This is an optimization exercise on Yosys and OpenROAD, whose aim is small area, not a production implementation. The RTL was checked by simulation tests, not by an equivalence proof against the original design. No activity file was given, so power comes from the tool's default toggle rates.

[flow/design.v]
package imem_loader_pkg;
  localparam int unsigned BYTE_W         = 8;    
  localparam int unsigned WORD_W         = 32;   
  localparam int unsigned BYTE_IDX_W     = 2;    
  typedef enum logic [2:0] {
    IDLE     = 3'b000,
    HDR0     = 3'b001,
    HDR1     = 3'b010,
    HDR1_BIG = 3'b011,
    PAYLOAD  = 3'b100,
    CSUM     = 3'b101,
    DONE     = 3'b110,
    ERR      = 3'b111
  } load_state_e;
endpackage
module imem_array
#(
  parameter int unsigned ADDR_W     = 6,
  parameter logic [31:0] RESET_WORD = 32'h0000_0000
) (
  input  logic              clk,
  input  logic              rst,
  input  logic              wr,
  input  logic [1:0]        wlane,
  input  logic [ADDR_W:0]   wcnt,
  input  logic [7:0]        wbyte,
  input  logic [ADDR_W-1:0] raddr,
  output logic [imem_loader_pkg::WORD_W-1:0] rdata_c
);
  localparam int unsigned RB   = ADDR_W - 3;   
  localparam int unsigned R    = 1 << RB;      
  localparam int unsigned L    = 8;            
  localparam int unsigned NPOS = R * L;        
  localparam int unsigned NIN  = NPOS + 2;     
  localparam int unsigned NGRP = (NIN + 2) / 3;  
  logic [7:0] ring_q [4][R][L];
  logic [7:0] stg_q  [4][2];
  logic [2:0] cnt_q;
  logic       clr_q;       
  logic            ins_c [4][R];
  logic [7:0]      ring_in_c [4][R];
  logic [ADDR_W:0] dist_c;
  logic [R+1:0]    near_c;      
  assign dist_c = wcnt - {1'b0, cnt_q, RB'(0)};
  always_comb begin
    for (int k = 0; k < int'(R) + 2; k++) near_c[k] = (dist_c == (ADDR_W+1)'(k));
    for (int j = 0; j < 4; j++) begin
      for (int r = 0; r < int'(R); r++) begin
        ins_c[j][r] = (2'(j) < wlane) ? (near_c[r] || near_c[r+1]) :
                                        (near_c[r+1] || near_c[r+2]);
      end
    end
  end
  for (genvar j = 0; j < 4; j++) begin : g_ins_lane
    for (genvar r = 0; r < int'(R); r++) begin : g_ins_ring
      for (genvar b = 0; b < 8; b++) begin : g_ins_bit
        imem_ao22 u_ao22 (
          .a1 (ins_c[j][r]), .a2 (stg_q[j][r % 2][b]),
          .b1 (!clr_q),      .b2 (ring_q[j][r][L-1][b]),
          .y  (ring_in_c[j][r][b])
        );
      end
    end
  end
  always_ff @(posedge clk) begin
    for (int j = 0; j < 4; j++) begin
      for (int r = 0; r < int'(R); r++) begin
        ring_q[j][r][0] <= ring_in_c[j][r];
        for (int k = 1; k < int'(L); k++) begin
          ring_q[j][r][k] <= ring_q[j][r][k-1];
        end
      end
    end
  end
  always_ff @(posedge clk) begin
    if (wr) begin
      stg_q[wlane][wcnt[0]] <= wbyte;
    end
  end
  always_ff @(posedge clk or posedge rst) begin
    if (rst) begin
      cnt_q <= '0;
      clr_q <= 1'b1;
    end else begin
      cnt_q <= cnt_q + 3'd1;
      if (cnt_q == 3'd7) clr_q <= 1'b0;
    end
  end
  logic [R-1:0]    rsel_c;
  logic [L-1:0]    psel_c;
  logic [NPOS-1:0] sel_c [2];   
  logic            valid_c, e0_c, e1_c;
  logic [2:0]      pos_c;
  logic [1:0]      hsel_c  [4];
  logic [7:0]      rbyte_c [4][3*NGRP];
  logic [3*NGRP-1:0] lsel_c [4];
  logic [7:0]      grp_n_c [4][NGRP];
  logic [ADDR_W+1:0] age_c;    
  assign age_c   = {1'b0, wcnt} - {2'b00, raddr};
  assign valid_c = !age_c[ADDR_W+1] && (age_c != '0);
  assign e0_c    = (age_c == (ADDR_W+2)'(1));
  assign e1_c    = (age_c == (ADDR_W+2)'(2));
  assign pos_c   = cnt_q - raddr[ADDR_W-1:RB] - 3'd1;
  always_comb begin
    for (int r = 0; r < int'(R); r++) rsel_c[r] = (raddr[RB-1:0] == RB'(r));
    for (int k = 0; k < int'(L); k++) psel_c[k] = (pos_c == 3'(k));
    for (int r = 0; r < int'(R); r++) begin
      for (int k = 0; k < int'(L); k++) begin
        for (int j = 0; j < 4; j++) rbyte_c[j][r*L+k] = ring_q[j][r][k];
      end
    end
    for (int j = 0; j < 4; j++) begin
      logic hit;
      hit          = e0_c || (e1_c && !(2'(j) < wlane));
      hsel_c[j][0] = hit && !raddr[0];
      hsel_c[j][1] = hit && raddr[0];
      rbyte_c[j][NPOS]   = stg_q[j][0];
      rbyte_c[j][NPOS+1] = stg_q[j][1];
      for (int i = NIN; i < 3 * int'(NGRP); i++) rbyte_c[j][i] = 8'h00;
      lsel_c[j]          = (3*NGRP)'({hsel_c[j], sel_c[j/2]});
    end
  end
  for (genvar h = 0; h < 2; h++) begin : g_dec
    imem_dec #(.R(R), .L(L)) u_dec (
      .valid (valid_c),
      .rsel  (rsel_c),
      .psel  (psel_c),
      .sel   (sel_c[h])
    );
  end
  for (genvar j = 0; j < 4; j++) begin : g_lane
    for (genvar g = 0; g < int'(NGRP); g++) begin : g_grp
      for (genvar b = 0; b < 8; b++) begin : g_bit
        imem_sel3 u_sel3 (
          .s0  (lsel_c[j][3*g]),     .d0 (rbyte_c[j][3*g][b]),
          .s1  (lsel_c[j][3*g+1]),   .d1 (rbyte_c[j][3*g+1][b]),
          .s2  (lsel_c[j][3*g+2]),   .d2 (rbyte_c[j][3*g+2][b]),
          .y_n (grp_n_c[j][g][b])
        );
      end
    end
  end
  always_comb begin
    for (int j = 0; j < 4; j++) begin
      logic [7:0] acc;
      acc = RESET_WORD[31-8*j -: 8] & {8{!valid_c}};
      for (int g = 0; g < int'(NGRP); g++) acc = acc | ~grp_n_c[j][g];
      rdata_c[31-8*j -: 8] = acc;
    end
  end
endmodule
module imem_sel3 (
  input  logic s0,
  input  logic d0,
  input  logic s1,
  input  logic d1,
  input  logic s2,
  input  logic d2,
  output logic y_n
);
  assign y_n = ~((s0 & d0) | (s1 & d1) | (s2 & d2));
endmodule
module imem_ao22 (
  input  logic a1,
  input  logic a2,
  input  logic b1,
  input  logic b2,
  output logic y
);
  assign y = (a1 & a2) | (b1 & b2);
endmodule
module imem_dec #(
  parameter int unsigned R = 8,
  parameter int unsigned L = 8
) (
  input  logic           valid,
  input  logic [R-1:0]   rsel,
  input  logic [L-1:0]   psel,
  output logic [R*L-1:0] sel
);
  always_comb begin
    for (int r = 0; r < int'(R); r++) begin
      for (int k = 0; k < int'(L); k++) begin
        sel[r*L+k] = valid && rsel[r] && psel[k];
      end
    end
  end
endmodule
module imem_loader
#(
  parameter int unsigned ADDR_W     = 6,
  parameter logic [31:0] RESET_WORD = 32'h0000_0000
) (
  input  logic              clk,
  input  logic              rst,
  input  logic              in_valid,
  input  logic [imem_loader_pkg::BYTE_W-1:0] in_data,
  output logic              in_ready,
  input  logic [31:0]       pc,
  output logic [imem_loader_pkg::WORD_W-1:0] instruction,
  output logic              cpu_rst,
  output logic              load_done,
  output logic              load_error,
  output logic [ADDR_W:0]   words_loaded
);
  localparam int unsigned CNT_W = ADDR_W + 1;
  localparam int unsigned DEPTH = 1 << ADDR_W;
  imem_loader_pkg::load_state_e state_q;
  imem_loader_pkg::load_state_e state_d;
  logic [ADDR_W-1:0]       len_q;               
  localparam bit           WIDE_LEN = (ADDR_W >= 8);
  logic [7:0]              len_hi_q;
  logic [15:0]             len_c;               
  logic [imem_loader_pkg::BYTE_IDX_W-1:0]   byte_idx_q, byte_idx_d;
  logic [imem_loader_pkg::BYTE_W-1:0]       csum_q, csum_d;
  logic [CNT_W-1:0]        words_q, words_d;
  logic                    cpu_rst_q;
  logic                    ready_c;
  logic                    xfer_c;
  logic                    wr_c;
  logic                    pc_unused;
  assign ready_c   = (state_q != imem_loader_pkg::IDLE) && (state_q != imem_loader_pkg::DONE) &&
                     (state_q != imem_loader_pkg::ERR);
  assign xfer_c    = in_valid && ready_c;
  assign len_c     = {WIDE_LEN ? len_hi_q : 8'h00, in_data};
  assign pc_unused = ^{pc[31:ADDR_W+2], pc[1:0]};
  always_ff @(posedge clk or posedge rst) begin
    if (rst) begin
      state_q    <= imem_loader_pkg::IDLE;
      byte_idx_q <= '0;
      csum_q     <= '0;
      words_q    <= '0;
      cpu_rst_q  <= 1'b1;
    end else begin
      state_q    <= state_d;
      byte_idx_q <= byte_idx_d;
      csum_q     <= csum_d;
      words_q    <= words_d;
      cpu_rst_q  <= (state_q != imem_loader_pkg::DONE);
    end
  end
  always_ff @(posedge clk) begin
    if (WIDE_LEN && state_q == imem_loader_pkg::HDR0 && xfer_c) begin
      len_hi_q <= in_data;
    end
    if (state_q == imem_loader_pkg::HDR1 && xfer_c) begin
      len_q <= len_c[ADDR_W-1:0];
    end
  end
  always_comb begin
    state_d    = state_q;
    byte_idx_d = byte_idx_q;
    csum_d     = csum_q;
    words_d    = words_q;
    wr_c       = 1'b0;
    case (state_q)
      imem_loader_pkg::IDLE: state_d = imem_loader_pkg::HDR0;
      imem_loader_pkg::HDR0: begin
        if (xfer_c) begin
          state_d = (!WIDE_LEN && in_data != '0) ? imem_loader_pkg::HDR1_BIG :
                                                   imem_loader_pkg::HDR1;
        end
      end
      imem_loader_pkg::HDR1: begin
        if (xfer_c) begin
          if (32'(len_c) > DEPTH) begin
            state_d = imem_loader_pkg::ERR;
          end else if (len_c == '0) begin
            state_d = imem_loader_pkg::CSUM;
          end else begin
            state_d = imem_loader_pkg::PAYLOAD;
          end
        end
      end
      imem_loader_pkg::HDR1_BIG: begin
        if (xfer_c) begin
          state_d = imem_loader_pkg::ERR;
        end
      end
      imem_loader_pkg::PAYLOAD: begin
        if (xfer_c) begin
          wr_c       = 1'b1;
          csum_d     = csum_q ^ in_data;
          byte_idx_d = byte_idx_q + 2'd1;
          if (byte_idx_q == 2'd3) begin
            words_d = words_q + CNT_W'(1);
            if (words_d[ADDR_W-1:0] == len_q) begin
              state_d = imem_loader_pkg::CSUM;
            end
          end
        end
      end
      imem_loader_pkg::CSUM: begin
        if (xfer_c) begin
          csum_d  = csum_q ^ in_data;
          state_d = (csum_d == '0) ? imem_loader_pkg::DONE : imem_loader_pkg::ERR;
        end
      end
      default: state_d = state_q;
    endcase
  end
  imem_array #(
    .ADDR_W     (ADDR_W),
    .RESET_WORD (RESET_WORD)
  ) u_imem_array (
    .clk     (clk),
    .rst     (rst),
    .wr      (wr_c),
    .wlane   (byte_idx_q),
    .wcnt    (words_q),
    .wbyte   (in_data),
    .raddr   (pc[ADDR_W+1:2]),
    .rdata_c (instruction)
  );
  assign in_ready     = ready_c;
  assign cpu_rst      = cpu_rst_q;
  assign load_done    = (state_q == imem_loader_pkg::DONE);
  assign load_error   = (state_q == imem_loader_pkg::ERR);
  assign words_loaded = words_q;
endmodule
[flow/flow/run.sh]
#!/bin/bash
# The standard layout (standard.sh) with two changes: the clock tree uses
# clkbuf_8 sink buffers in clusters of up to 16 sinks and no dummy loads, and
# the port buffers are buf_1. make's output goes to standard_make.log; ORFS
# keeps each step's log under orfs/logs.
set -euo pipefail
export CTS_ARGS="-sink_clustering_enable -repair_clock_nets -dont_use_dummy_load -buf_list sky130_fd_sc_hd__clkbuf_8 -sink_clustering_size 16 -sink_clustering_max_diameter 50"
export BUFFER_PORTS_ARGS="-buffer_cell sky130_fd_sc_hd__buf_1"
bash standard.sh > standard_make.log 2>&1
[flow/standard.sh]
#!/bin/bash
# synth_recipe.tcl (not shown) runs the flow's synth.tcl, then flattens the netlist and writes it again
# the make line also repeats each setting of config.mk as NAME=value (left out here)
make -C /OpenROAD-flow-scripts/flow DESIGN_CONFIG=/design/flow/config.mk WORK_HOME=/design/flow/orfs CLKGATE_MAP_FILE= SYNTH_SCRIPT=/design/flow/synth_recipe.tcl "${@:-finish}"
[flow/config.mk]
export PLATFORM = sky130hd
export DESIGN_NAME = imem_loader
export DESIGN_NICKNAME = imem_loader
export VERILOG_FILES = /design/flow/design.v
export SDC_FILE = /design/flow/constraint.sdc
export NUM_CORES = 4
export LEC_CHECK = 0
export CAP_MARGIN = 5
export CORE_MARGIN = 2
export CORE_UTILIZATION = 68
export PLACE_DENSITY = 0.78
export SLEW_MARGIN = 5
export SYNTH_HIERARCHICAL = 1
[flow/constraint.sdc]
create_clock -name core_clock -period 12.0 [get_ports {clk}]
set_input_delay 2.4000 -clock core_clock [delete_from_list [all_inputs] [get_ports {clk}]]
set_output_delay 2.4000 -clock core_clock [all_outputs]
set_load 0.01 [all_outputs]
==> results.py, run 1 <==
metrics = {
    "clock_tree": {
        "cts_tree": "built",
        "clock_sinks": 2143,
        "ctsResizeCount": 0,
        "cts-root-buf": "clkbuf_8",
        "clock_latency_ns": 0.85,
        "clockBufferDepth": 3,
        "cts_setup_buffers": 0,
        "numCtsBuffers": 154,
        "clk_pin_slew_ns": 0.10,
        "cts_hold_buf": 0,
        "htreeDepth": 4,
    },
    "cells_and_area": {
        "nNetsFinal": 4047,
        "final_core_util_pct": 73.3,
        "most-common-layout-cells": "dfxtp_1, a222oi_1, a22o_1, nand4_1, clkbuf_8",
        "syn_to_final_growth_pct": 6.81,
        "final_common_cell": "dfxtp_1",
        "drive_above_1_share_pct": 6.27,
    },
    "route": {
        "dr.pass1.iters": 10,
        "drt_first_iter_violations": 7009,
        "vias": 37100,
        "vias_per_cell": 7.32,
        "wl_per_cell_um": 30.8,
        "routed_wl_um": 156000,
        "drt.antenna.violating_nets": 0,
        "drc": 0,
    },
    "setup_path": {
        "path_class": "in -> out",
        "path_cells": "buf_1, ha_1, inv_1, fa_1, a21o_1, a21oi_2, xnor2_1, a2111o_1, o41a_2, buf_4, and3_1, a222oi_1, nand4_1, nor4_1, nand4_1, buf_1",
        "r2r_setup_slack_ns": 7.59,
        "critPathLaunchType": "primary input",
        "reg2reg_to": "u_imem_array.ring_q[144][0]",
        "slowest_delay_ns": 0.89,
        "slowest_stage": "nor4_1",
        "r2r_cells": 8,
        "reg2reg_from": "words_q[3]",
        "arrival_ns": 8.60,
        "crit_fanout": 65,
        "end_kind": "primary output",
        "crit_required_ns": 9.60,
    },
    "logic_synthesis": {
        "synthTopCellsByArea": "dfxtp_1, a222oi_1, a22o_1",
        "syn_area_sq_um": 57400,
        "ys_seq_area_share_pct": 76.2,
        "synth_top_area_share_pct": 71.5,
        "synth_area_leader_cell": "dfxtp_1",
        "synth_edf_count": 70,
        "yosysWarnings": 22,
        "async_flop_share_pct": 1.17,
        "synth-seq-cells": 2143,
        "netlist_instances": 3762,
        "synth-main-ff-cell": "dfxtp_1",
        "synth_cell_type_count": 61,
        "syn_area_per_cell_sq_um": 15.2,
        "synth_fp_nets": 3822,
    },
    "outcome": {
        "outcome": "timing/DRC/antenna clean",
    },
    "sta": {
        "fin_setup_tns_ns": 0,
        "rsz0062_at_grt": "no",
        "max_freq_ghz": 0.0909,
        "finalSetupViolations": 0,
        "maxSlewHeadroom_pct": 6.98,
        "post-route-period-util_pct": 91.6,
        "layout_min_cycle_time_ns": 11.00,
        "report.final.slew_viol_count": 0,
        "tightest_slew_ns": 1.39,
        "hold_viol": 0,
        "hold_slack_ns": 0.300,
        "fin_worst_skew_ns": 0.0538,
    },
    "grt": {
        "grt_max_degree": 99,
        "grt_util_met2_pct": 56.8,
        "gr-total-overflow": 0,
        "antenna_found_initial": 4,
        "grt_pass1_vias": 36800,
        "grt_use_total_pct": 35.5,
        "grt_pass1_wl_um": 229000,
        "grt_use_met3_pct": 5.25,
        "grt.busiest_layer": "met2",
        "use_met1_pct": 43.2,
    },
    "power": {
        "switching_power_uw": 2100,
        "swShare_pct": 20.1,
        "pwr-share-clk_pct": 30.6,
        "powerDensity_nw_per_um2": 170,
        "pwr-share-seq_pct": 68.7,
        "vdd_drop_max_mv": 0.143,
        "p_leak_uw": 0.0225,
        "p_comb_share_pct": 0.7,
        "internal-power_uw": 8320,
    },
    "min_path": {
        "hp-start": "u_imem_array.ring_q[156][7]",
        "min_to": "u_imem_array.ring_q[157][7]",
        "hold_class": "reg -> reg",
        "worstHoldPathCells": 0,
    },
    "die": {
        "start_util_pct": 68.6,
        "core_area_sq_um": 83600,
        "die-area_sq_um": 86700,
        "chipWidth_um": 294,
        "rows": 106,
        "io_pins": 86,
        "fp.dieH_um": 294,
    },
    "place": {
        "hpwl_um": 105000,
        "place_congestion": 0.900,
        "port_buffers": 59,
    },
    "job": {
        "drv_cap": 0,
    },
}
critical path, delay by kind of cell:
kind,cells,cell delay [ns]
AOI/OAI and AO/OA,5,2.30
and+or+nand+nor,4,1.88
buffers and inverters,4,1.18
adders and majority gates,2,0.74
xor gates and xnor gates,1,0.07
Yosys stat by module (local to each module, per instance), a selection:
module	copies in the design	area (sq um)	cells	flops+latches
imem_loader	1	1440	130	27
imem_sel3	704	10.0	1	0
imem_ao22	256	8.76	1	0
metrics by stage:
stage | instances | setup WS, ns | total power, uW | instance area (sq um)
6_report | 5067 | 1.00 | 10400 | 61300
5_1_grt | 5066 | 0.945 | 10700 | 61300
4_1_cts | 5065 | 1.23 | 10400 | 61300
3_5_place_dp | 4911 | 1.24 | 7390 | 59100
3_3_place_gp | 4911 | 1.32 | 7390 | 59100
2_1_floorplan | 3762 | 3.85 | 7350 | 57400
worst max-delay path by stage:
stage                 endpoint  slack, ns  cells after the start  startpoint
2_1_floorplan   instruction[0]       3.85                     15       pc[2]
3_5_place_dp   instruction[12]       1.24                     16       pc[2]
6_report       instruction[12]       1.00                     16       pc[2]
3_3_place_gp   instruction[12]       1.32                     16       pc[2]
4_1_cts        instruction[12]       1.23                     16       pc[2]
5_1_grt        instruction[10]       0.94                     16       pc[2]
final cells by class:
type	instances	area [sq um]
fillers	5349	22300
diodes	2	5.00
clock buffers	154	2120
well taps	1080	1350
flip-flops and latches	2143	43700
repair buffers	97	507
multi-input cells	1566	13500
inverters	25	101
synth_stat cells (all sizes together), types with 2 or more instances:
master,instances
o21a,3
nand3,6
nor4,41
a222oi,704
nand2,30
o32ai,2
nor4b,5
ha,14
edfxtp,70
o31ai,2
dfrtp,23
and2,2
a21o,2
a22o,257
clkbuf,15
nor2,33
inv,25
xnor2,24
nand2b,5
nor3b,4
and4,32
and3,134
o21ai,6
o211ai,3
dfxtp,2048
a21oi,13
nor3,13
xor2,18
mux2i,4
nor2b,3
or4,2
or2,2
mux2,2
fa,3
o22ai,15
buf,13
or3,4
dfstp,2
nand4,166
routing by layer:
metal / part of all wire [%] / up-vias
li1: - / 16000
met1: 36 / 18300
met2: 47 / 2239
met3: 8.2 / 550
met4: 8.7 / 2
met5: 0.0051 / -
power by group through the flow:
stage | sequential (uW) | clock [uW] | combinational [uW]
2_1_floorplan | 7320 | 0 | 31.6
3_3_place_gp | 7320 | 0 | 69.8
3_5_place_dp | 7320 | 0 | 71.0
4_1_cts | 7160 | 3220 | 71.2
5_1_grt | 7160 | 3480 | 76.6
6_report | 7160 | 3190 | 73.8
logic make-up after synthesis:
kind of cell,Yosys count,share of synthesized area (%)
adders and majority gates,17,0.410
muxes,6,0.109
DFF,2143,76.2
buffers and inverters,53,0.401
and+or+nand+nor,483,5.30
AOI/OAI and AO/OA,1018,16.9
xor gates and xnor gates,42,0.641
flip-flops by register name, summed over array words and instances, names as in the netlist:
signal / count
u_imem_array.ring_q: 2048
u_imem_array.stg_q: 64
csum_q: 8
words_q: 7
len_q: 6
state_q: 3
u_imem_array.cnt_q: 3
byte_idx_q: 2
cpu_rst_q: 1
u_imem_array.clr_q: 1
==> inputs of run 2 (changes only) <==
==> flow/run.sh (new file) <==
#!/bin/bash
# synth_recipe.tcl (not shown) runs the flow's synth.tcl, then flattens the netlist and writes it again
# the make line also repeats each setting of config.mk as NAME=value (left out here)
make -C /OpenROAD-flow-scripts/flow DESIGN_CONFIG=/design/flow/config.mk WORK_HOME=/design/flow/orfs CLKGATE_MAP_FILE= SYNTH_SCRIPT=/design/flow/synth_recipe.tcl finish
--- a/flow/config.mk
+++ b/flow/config.mk
@@ -7,7 +7,10 @@
 export LEC_CHECK = 0
 export CAP_MARGIN = 5
 export CORE_MARGIN = 2
-export CORE_UTILIZATION = 68
-export PLACE_DENSITY = 0.78
+export CORE_UTILIZATION = 62
+export CTS_BUF_LIST = sky130_fd_sc_hd__clkbuf_8
+export CTS_CLUSTER_DIAMETER = 40
+export CTS_CLUSTER_SIZE = 16
+export PLACE_DENSITY = 0.72
 export SLEW_MARGIN = 5
 export SYNTH_HIERARCHICAL = 1
removed: flow/flow/run.sh
removed: flow/standard.sh
==> results.py, run 2 <==
metrics = {
    "logic_synthesis": {
        "synth_fp_nets": 3822,
        "async_flop_share_pct": 1.17,
        "synth-seq-cells": 2143,
        "synth_area_leader_cell": "dfxtp_1",
        "ys_seq_area_share_pct": 76.2,
        "yosysWarnings": 22,
        "synth-main-ff-cell": "dfxtp_1",
        "synthTopCellsByArea": "dfxtp_1, a222oi_1, a22o_1",
        "synth_cell_type_count": 61,
        "synth_edf_count": 70,
        "syn_area_per_cell_sq_um": 15.2,
        "netlist_instances": 3762,
        "synth_top_area_share_pct": 71.5,
        "syn_area_sq_um": 57400,
        "yosysMostFrequentCell": "dfxtp_1",
        "yosys-top-cells-count": "dfxtp_1, a222oi_1, a22o_1, nand4_1, and3_1",
    },
    "setup_path": {
        "path_class": "in -> out",
        "arrival_ns": 8.76,
        "end_kind": "primary output",
        "critPathLaunchType": "primary input",
        "reg2reg_from": "words_q[3]",
        "worstSetupStartpoint": "pc[2]",
        "crit_required_ns": 9.60,
        "crit_fanout": 54,
    },
    "power": {
        "pwr-share-seq_pct": 62.5,
        "swShare_pct": 21.2,
        "p_leak_uw": 0.0237,
        "p_comb_share_pct": 0.7,
        "pwr-share-clk_pct": 36.8,
        "powerDensity_nw_per_um2": 180,
        "vdd_drop_max_mv": 0.134,
        "switching_power_uw": 2430,
        "internal-power_uw": 9020,
        "finalPower_uw": 11500,
    },
    "sta": {
        "tightest_slew_ns": 1.31,
        "worst_slack_ns": 0.842,
        "hold_slack_ns": 0.340,
        "rsz0062_at_grt": "no",
        "post-route-period-util_pct": 93.0,
        "report.final.slew_viol_count": 0,
        "finalSetupViolations": 0,
        "maxSlewHeadroom_pct": 12.2,
        "fin_worst_skew_ns": 0.0268,
        "fin_setup_tns_ns": 0,
        "hold_viol": 0,
        "max_freq_ghz": 0.0896,
        "layout_min_cycle_time_ns": 11.16,
    },
    "outcome": {
        "outcome": "timing/DRC/antenna clean",
    },
    "route": {
        "drc": 0,
        "vias_per_cell": 6.99,
        "wl_per_cell_um": 29.8,
        "drt_first_iter_violations": 6808,
        "dr.pass1.iters": 10,
        "drt.antenna.violating_nets": 0,
        "vias": 37400,
        "routed_wl_um": 160000,
    },
    "cells_and_area": {
        "drive_above_1_share_pct": 9.61,
        "fin_cells": 5351,
        "multiInputGateArea_sq_um": 13500,
        "final_common_cell": "dfxtp_1",
        "regMostFlops": "u_imem_array.ring_q",
        "nNetsFinal": 4104,
        "largest_reg_flops": 2048,
        "fillers": 6293,
        "syn_to_final_growth_pct": 10.9,
        "most-common-layout-cells": "dfxtp_1, a222oi_1, a22o_1, clkbuf_8, nand4_1",
        "regArea_sq_um": 43700,
    },
    "place": {
        "place_congestion": 0.895,
        "pre_cts_ws_ns": 0.950,
        "dpl.cell_count": 5052,
        "hpwl_um": 108000,
        "port_buffers": 59,
    },
    "clock_tree": {
        "cts_hold_buf": 0,
        "cts_tree": "built",
        "clk_pin_slew_ns": 0.10,
        "clock_sinks": 2143,
        "cts_setup_buffers": 0,
        "clockBufferDepth": 3,
        "cts-root-buf": "clkbuf_8",
        "numCtsBuffers": 176,
        "ctsResizeCount": 0,
        "clock_latency_ns": 0.87,
        "htreeDepth": 4,
    },
    "grt": {
        "antenna_found_initial": 4,
        "gr-total-overflow": 0,
        "grt_max_degree": 93,
        "grt_pass1_vias": 37100,
        "grt_use_total_pct": 33.0,
        "grt_pass1_wl_um": 233000,
    },
    "die": {
        "chipWidth_um": 308,
        "io_pins": 86,
        "start_util_pct": 62.6,
        "core_area_sq_um": 91700,
        "fp.dieH_um": 308,
        "rows": 111,
        "die-area_sq_um": 95000,
    },
    "min_path": {
        "hp-start": "u_imem_array.ring_q[13][1]",
        "hold_class": "reg -> reg",
    },
    "job": {
        "drv_cap": 0,
    },
}
[run 2: changes by cell type in the layout (fill, tap and decap cells not counted), sizes merged]
cell	change
clkdlybuf4s50	+59
buf	-24
diode	-1
clkinv	+20
bufinv	+14
inv	+56
clkbuf	+41
clkinvlp	+13
[run 2: area by class of cell]
class	instances	area share [%]
sequential	2143	68.7
multi-input combinational	1566	21.1
clock buffer	195	4.22
tap	1186	2.33
timing repair buffer	132	1.79
clock inverter	103	1.61
inverter	25	0.159
antenna	1	0.00393
[run 2: worst paths after layout]
kind,endpoint,slack [ns],cells past startpoint
setup / recovery,instruction[23],0.84,17
hold / removal,u_imem_array.ring_q[14][1],0.34,0
setup reg to reg,u_imem_array.ring_q[144][4],7.54,8
hold reg to reg,u_imem_array.ring_q[14][1],0.34,0
max in group asynchronous,csum_q[7],9.37,2
min in group asynchronous,u_imem_array.cnt_q[1],1.78,2
[run 2: modules after synthesis, one instance, submodules excluded, excerpt]
module / times used / cells inside
imem_sel3: 704 / 1
imem_ao22: 256 / 1
imem_loader: 1 / 130
[run 2: logic make-up after synthesis]
| kind of cell | count (synthesis) | synth area share, % |
|---|---|---|
| flops | 2143 | 76.2 |
| mux | 6 | 0.109 |
| fa+ha+maj | 17 | 0.410 |
| simple gates | 483 | 5.30 |
| compound gates | 1018 | 16.9 |
| buf+inv | 53 | 0.401 |
| xor+xnor | 42 | 0.641 |
[run 2: metrics by stage]
step | instance area (sq um) | utilization [%]
after floorplan | 57400 | -
after global placement | 59900 | 65.4
final | 63600 | 69.4
after detailed placement | 59900 | 65.4
after CTS | 63600 | 69.4
after global routing | 63600 | 69.4
[run 2: power by group through the flow]
stage          registers (uW)  logic (uW)  clock network, uW
2_1_floorplan            7320        31.6                  0
3_3_place_gp             7320        74.1                  0
3_5_place_dp             7320        75.7                  0
4_1_cts                  7160        76.0               4270
5_1_grt                  7160        80.9               4550
6_report                 7160        78.5               4220
[run 2: worst max-delay path, stage by stage]
cell and delay [ns]:
clkdlybuf4s50_1 0.46, buf_4 0.19, ha_1 0.21, inv_1 0.06
fa_1 0.43, a21o_1 0.20, a21oi_2 0.14, xnor2_1 0.08
a2111o_1 0.58, o41a_2 0.75, buf_4 0.39, and3_1 0.39
a222oi_1 0.52, nand4_1 0.28, nor4_1 0.77, nand4_1 0.30
clkdlybuf4s50_1 0.55
[run 2: routing by layer]
| layer | share of wire [%] | track usage, % | up-vias |
|---|---|---|---|
| met3 | 7.4 | 4.18 | 538 |
| met4 | 8.1 | 24.9 | 2 |
| met2 | 47 | 53.4 | 2105 |
| met5 | 0.011 | 0 | - |
| met1 | 37 | 40.6 | 18500 |
| li1 | - | - | 16200 |

what the ideal ports hide:
In the flow no input, the clock included, has a driving cell. The finished layouts below were timed again as built, in two steps.
Step 1: set_driving_cell puts a clkbuf_16 on clk and a buf_2 on each other input, an assumption about the parent block.
Step 2, shift: input delay + t, output delay - t, t = (earliest + latest rising clock arrival at the registers) / 2. This alone moves slack from input paths to output paths.
a / b / c = ideal ports / drivers / drivers and shift; a / b = the first two.
run	t (ns)	slack for setup (ns)	worst setup path at the end	pins driven straight from the clock port
run 1	0.889	1.005 / 0.854 / 0.854	input to output	1
run 2	0.926	0.842 / 0.675 / 0.675	input to output	1
After both steps every run listed still meets setup and hold. The setup slack of run 2, which loses most, moves by -0.167 ns with the drivers and by -0.167 ns with both steps.
